Source: an optimization exercise on an open RTL-to-GDS flow (aim: small area). Production flows keep margins and buffers that such runs may drop.
In this exercise RTL edits were held to simulation tests only and were not proved equivalent to the original.
Power and IR drop assume default switching activity.

Setup of build 32:
## tile_ws_grid
module tile_ws_grid
#(
  parameter int unsigned ROWS    = 4,
  parameter int unsigned COLS    = 4,
  parameter int unsigned A_W     = tile_ws_grid_pkg::TILE_A_W,
  parameter int unsigned B_W     = tile_ws_grid_pkg::TILE_B_W,
  parameter int unsigned D_W     = tile_ws_grid_pkg::TILE_D_W,
  parameter int unsigned SHIFT_W = tile_ws_grid_pkg::TILE_SHIFT_W,
  parameter int unsigned CY_W    = tile_ws_grid_pkg::TILE_CY_W
) (
  input  logic                    clock,
  input  logic                    reset,
  input  logic [ROWS*A_W-1:0]     io_in_a,
  input  logic [COLS*B_W-1:0]     io_in_b,
  input  logic [COLS-1:0]         io_in_b_shift,
  input  logic [COLS*D_W-1:0]     io_in_d,
  input  logic [COLS-1:0]         io_in_control_propagate,
  input  logic [COLS*SHIFT_W-1:0] io_in_control_shift,
  input  logic [COLS-1:0]         io_in_valid,
  output logic [ROWS*A_W-1:0]     io_out_a,
  output logic [COLS*B_W-1:0]     io_out_b,
  output logic [COLS*D_W-1:0]     io_out_c,
  output logic [COLS-1:0]         io_out_control_propagate,
  output logic [COLS*SHIFT_W-1:0] io_out_control_shift,
  output logic [COLS-1:0]         io_out_valid
);
Size: roughly 13000 cells after synthesis, roughly 530 I/O pins, ~0.11 sq mm of cells after synthesis.
export LEC_CHECK = 0
export ABC_AREA = 1
export CAP_MARGIN = 20
export CORE_MARGIN = 2
export CORE_UTILIZATION = 45
export PLACE_DENSITY = 0.6
export SLEW_MARGIN = 20
create_clock -name core_clock -period 11.0 [get_ports {clock}]
standard.sh (not shown) runs the stock make flow with config.mk's settings and CLKGATE_MAP_FILE= SYNTH_SCRIPT=/design/flow/synth_recipe.tcl, a recipe that flattens the netlist after the stock synthesis.
==> flow/flow/run.sh <==
#!/bin/bash
# The standard layout (standard.sh, the standard flow's own ORFS run) with two changes:
#  - synthesis skips the ABC pass inside Yosys's generic synth script (SYNTH_ARGS=-noabc),
#    so the full adders written in the RTL reach extract_fa as written instead of being
#    re-expressed with inverted signals first; registers are mapped exactly as before;
#  - every port still gets its buffer, but the smallest one (buf_1) rather than the
#    delay buffer buffer_ports picks by default.
# The whole make output goes to flow_make.log in the work folder; ORFS keeps each
# step's own log under orfs/logs/.
set -euo pipefail
bash standard.sh \
  SYNTH_ARGS=-noabc \
  "BUFFER_PORTS_ARGS=-buffer_cell sky130_fd_sc_hd__buf_1" \
  finish > flow_make.log 2>&1
test -s out/final.def
Build 32 went all the way through the flow, and no timing, DRC or antenna check failed.
What build 97 does differently from build 32 at the input level:
Settings: GPL_TIMING_DRIVEN now 0, previously not set.
==> flow/run.sh (new file) <==
#!/bin/bash
# synth_recipe.tcl (not shown) runs the flow's synth.tcl, then flattens the netlist and writes it again
# the make line also repeats each setting of config.mk as NAME=value (left out here)
make -C /OpenROAD-flow-scripts/flow DESIGN_CONFIG=/design/flow/config.mk WORK_HOME=/design/flow/orfs CLKGATE_MAP_FILE= SYNTH_SCRIPT=/design/flow/synth_recipe.tcl finish
removed: flow/flow/run.sh
removed: flow/standard.sh
- Build 32 closes out successfully: all stages finished, all timing, DRC and antenna checks passed.
- Build 97 closes out successfully: all stages finished, all timing, DRC and antenna checks passed.
- Comparing multi-input gate share of the layout cell area for build 32 and build 97, the bigger number came from build 32.
- Worst-case hold slack, build 32 and build 97: higher on build 32
- Comparing total number of vias for build 32 and build 97, the smaller number came from build 32.
- In the metrics for build 32 and build 97, the one carrying the lower area growth from synthesis to final layout is build 32.
--- input diff build 97..build 87 ---
Settings: clearing GPL_TIMING_DRIVEN, which used to be 0.
Results
- Total power: build 87 better than build 97
- Re total routed wirelength: build 87 is about 11% down on build 97.
- Looking at build 97 and build 87, the multi-input logic cell count is a wash.
- Row slack of the worst reg-to-reg path: build 87 higher / build 97 lower
- Looking at length of routed met2 wiring, build 87 sits below build 97.
- Summary: with build 97 as the reference, clock network power in build 87 moved down by a few percent.

tile_ws_grid again, from the RTL that the note above started with.
Settings: LEC_CHECK=0, ABC_AREA=1, CAP_MARGIN=20, CORE_MARGIN=2, CORE_UTILIZATION=60, CTS_BUF_LIST=sky130_fd_sc_hd__clkbuf_4 sky130_fd_sc_hd__clkbuf_8, PLACE_DENSITY=0.7, SLEW_MARGIN=20; clock period 11.0 ns.
==> flow/flow/run.sh <==
#!/bin/bash
# The standard layout (standard.sh, the standard flow's own ORFS run) with these changes:
#  - synthesis skips the ABC pass inside Yosys's generic synth script (SYNTH_ARGS=-noabc),
#    so the full adders written in the RTL reach extract_fa as written; registers are
#    mapped exactly as in the standard synthesis;
#  - after synthesis, remap.tcl re-maps only the plain gates of that netlist with the
#    area-oriented ABC script remap.abc (registers, adders and tie cells untouched), and the
#    flow continues from that netlist;
#  - every port still gets its buffer, but the smallest one (buf_1) rather than the
#    delay buffer buffer_ports picks by default.
# Logs: flow_synth.log, flow_remap.log, flow_layout.log in the work folder, and ORFS's own
# per-step logs under orfs/logs/.
set -euo pipefail
ARGS=(SYNTH_ARGS=-noabc "BUFFER_PORTS_ARGS=-buffer_cell sky130_fd_sc_hd__buf_1")
RES=orfs/results/${FLOW_PLATFORM}/tile_ws_grid/base
bash standard.sh "${ARGS[@]}" synth > flow_synth.log 2>&1
cp "$RES/1_2_yosys.v" "$RES/1_2_yosys.standard.v"
IN="$RES/1_2_yosys.standard.v" OUT="$RES/1_2_yosys.v" TOP="$FLOW_TOP" \
  LIB="$FLOW_HOME/platforms/sky130hd/lib/sky130_fd_sc_hd__tt_025C_1v80.lib" \
  SCRIPT="$PWD/flow/remap.abc" \
  yosys -c flow/remap.tcl > flow_remap.log 2>&1
rm -f "$RES/1_synth.odb" "$RES/1_synth.sdc"
bash standard.sh "${ARGS[@]}" finish > flow_layout.log 2>&1
test -s out/final.def
Other scripts of this flow, unchanged in this note and not shown: flow/flow/remap.abc, flow/flow/remap.tcl
Edit:
--- a/flow/flow/run.sh
+++ b/flow/flow/run.sh
@@ -8,2 +8,4 @@
 #    flow continues from that netlist;
+#  - clock tree synthesis runs with ORFS's usual arguments plus -dont_use_dummy_load (no
+#    extra dummy loads to balance the tree) and larger sink clusters (25 sinks, 100 um);
 #  - every port still gets its buffer, but the smallest one (buf_1) rather than the
@@ -13,3 +15,4 @@
 set -euo pipefail
-ARGS=(SYNTH_ARGS=-noabc "BUFFER_PORTS_ARGS=-buffer_cell sky130_fd_sc_hd__buf_1")
+ARGS=(SYNTH_ARGS=-noabc "BUFFER_PORTS_ARGS=-buffer_cell sky130_fd_sc_hd__buf_1"
+  "CTS_ARGS=-sink_clustering_enable -repair_clock_nets -dont_use_dummy_load -sink_clustering_size 25 -sink_clustering_max_diameter 100")
 RES=orfs/results/${FLOW_PLATFORM}/tile_ws_grid/base
Settings changed: CORE_UTILIZATION 60 to 45, CTS_BUF_LIST sky130_fd_sc_hd__clkbuf_4 sky130_fd_sc_hd__clkbuf_8 to unset, PLACE_DENSITY 0.7 to 0.6.
Hold slack got worse by 0.035 ns.
Power decreases by roughly a tenth.
Clock power decreases by well over a third.
Synthesized cell count does not change.
Clock skew increases by 0.023 ns.
Critical path depth decreases by 9.
Edit:
Settings changed: CORE_UTILIZATION 45 to 60, PLACE_DENSITY 0.6 to 0.7.
Outcome: The changed run completed with no timing, DRC or antenna violations; combinational power rises by about 5%; synthesized area is unchanged; setup slack is worse by 0.090 ns; first-iteration DRC count rises by about 60%; flip-flop and latch count stays the same; via count rises by 3.1%; worst hold slack improves by 0.029 ns; final area decreases by about 1%.
Edit:
--- a/flow/flow/run.sh
+++ b/flow/flow/run.sh
@@ -8,4 +8,2 @@
 #    flow continues from that netlist;
-#  - clock tree synthesis runs with ORFS's usual arguments plus -dont_use_dummy_load (no
-#    extra dummy loads to balance the tree) and larger sink clusters (25 sinks, 100 um);
 #  - every port still gets its buffer, but the smallest one (buf_1) rather than the
@@ -15,4 +13,3 @@
 set -euo pipefail
-ARGS=(SYNTH_ARGS=-noabc "BUFFER_PORTS_ARGS=-buffer_cell sky130_fd_sc_hd__buf_1"
-  "CTS_ARGS=-sink_clustering_enable -repair_clock_nets -dont_use_dummy_load -sink_clustering_size 25 -sink_clustering_max_diameter 100")
+ARGS=(SYNTH_ARGS=-noabc "BUFFER_PORTS_ARGS=-buffer_cell sky130_fd_sc_hd__buf_1")
 RES=orfs/results/${FLOW_PLATFORM}/tile_ws_grid/base
Settings changed: CORE_UTILIZATION 60 to 45, CTS_BUF_LIST set to sky130_fd_sc_hd__clkbuf_4 sky130_fd_sc_hd__clkbuf_8, PLACE_DENSITY 0.7 to 0.6.
Effect: Design area rises by 4.5%. Global-route usage falls by 8.5 points. Via count falls by 1.6%. Synthesized area stays the same.

-- static timing again, ports no longer ideal --
In the flow no input, the clock included, has a driving cell. The finished layouts below were timed again as built, in two steps.
Step 1 assumes that a clkbuf_16 drives the clock port and a buf_2 every other input.
Step 2, shift: input delay + t, output delay - t, t = (earliest + latest rising clock arrival at the registers) / 2. This alone moves slack from input paths to output paths.
Slacks: ideal ports / drivers / drivers and shift; pairs: ideal ports / drivers.
run	t (ns)	setup slack, ns	worst hold slack (ns)	latest minus earliest clock arrival (ns)
build 32	0.936	0.847 / 0.847 / 0.315	0.321 / 0.321 / 0.321	0.042 / 0.043
build 97	0.943	0.290 / 0.360 / -0.583	0.299 / 0.299 / 0.299	0.060 / 0.060
build 87	0.928	0.675 / 0.752 / -0.176	0.320 / 0.320 / 0.320	0.048 / 0.048
the first run of note 2	1.109	0.415 / 0.319 / -0.431	0.323 / 0.323 / 0.323	0.064 / 0.064
the second run of note 2	0.826	0.440 / 0.440 / -0.310	0.288 / 0.288 / 0.288	0.085 / 0.085
the third run of note 2	0.827	0.350 / 0.317 / -0.397	0.317 / 0.317 / 0.317	0.080 / 0.080
the fourth run of note 2	1.115	0.439 / 0.439 / -0.456	0.323 / 0.323 / 0.323	0.100 / 0.101
With both steps, setup timing fails in 6 of these runs, where it was met with ideal ports. For the fourth run of note 2, which loses most, drivers alone change the setup slack by 0.000 ns; drivers and shift together by -0.895 ns.
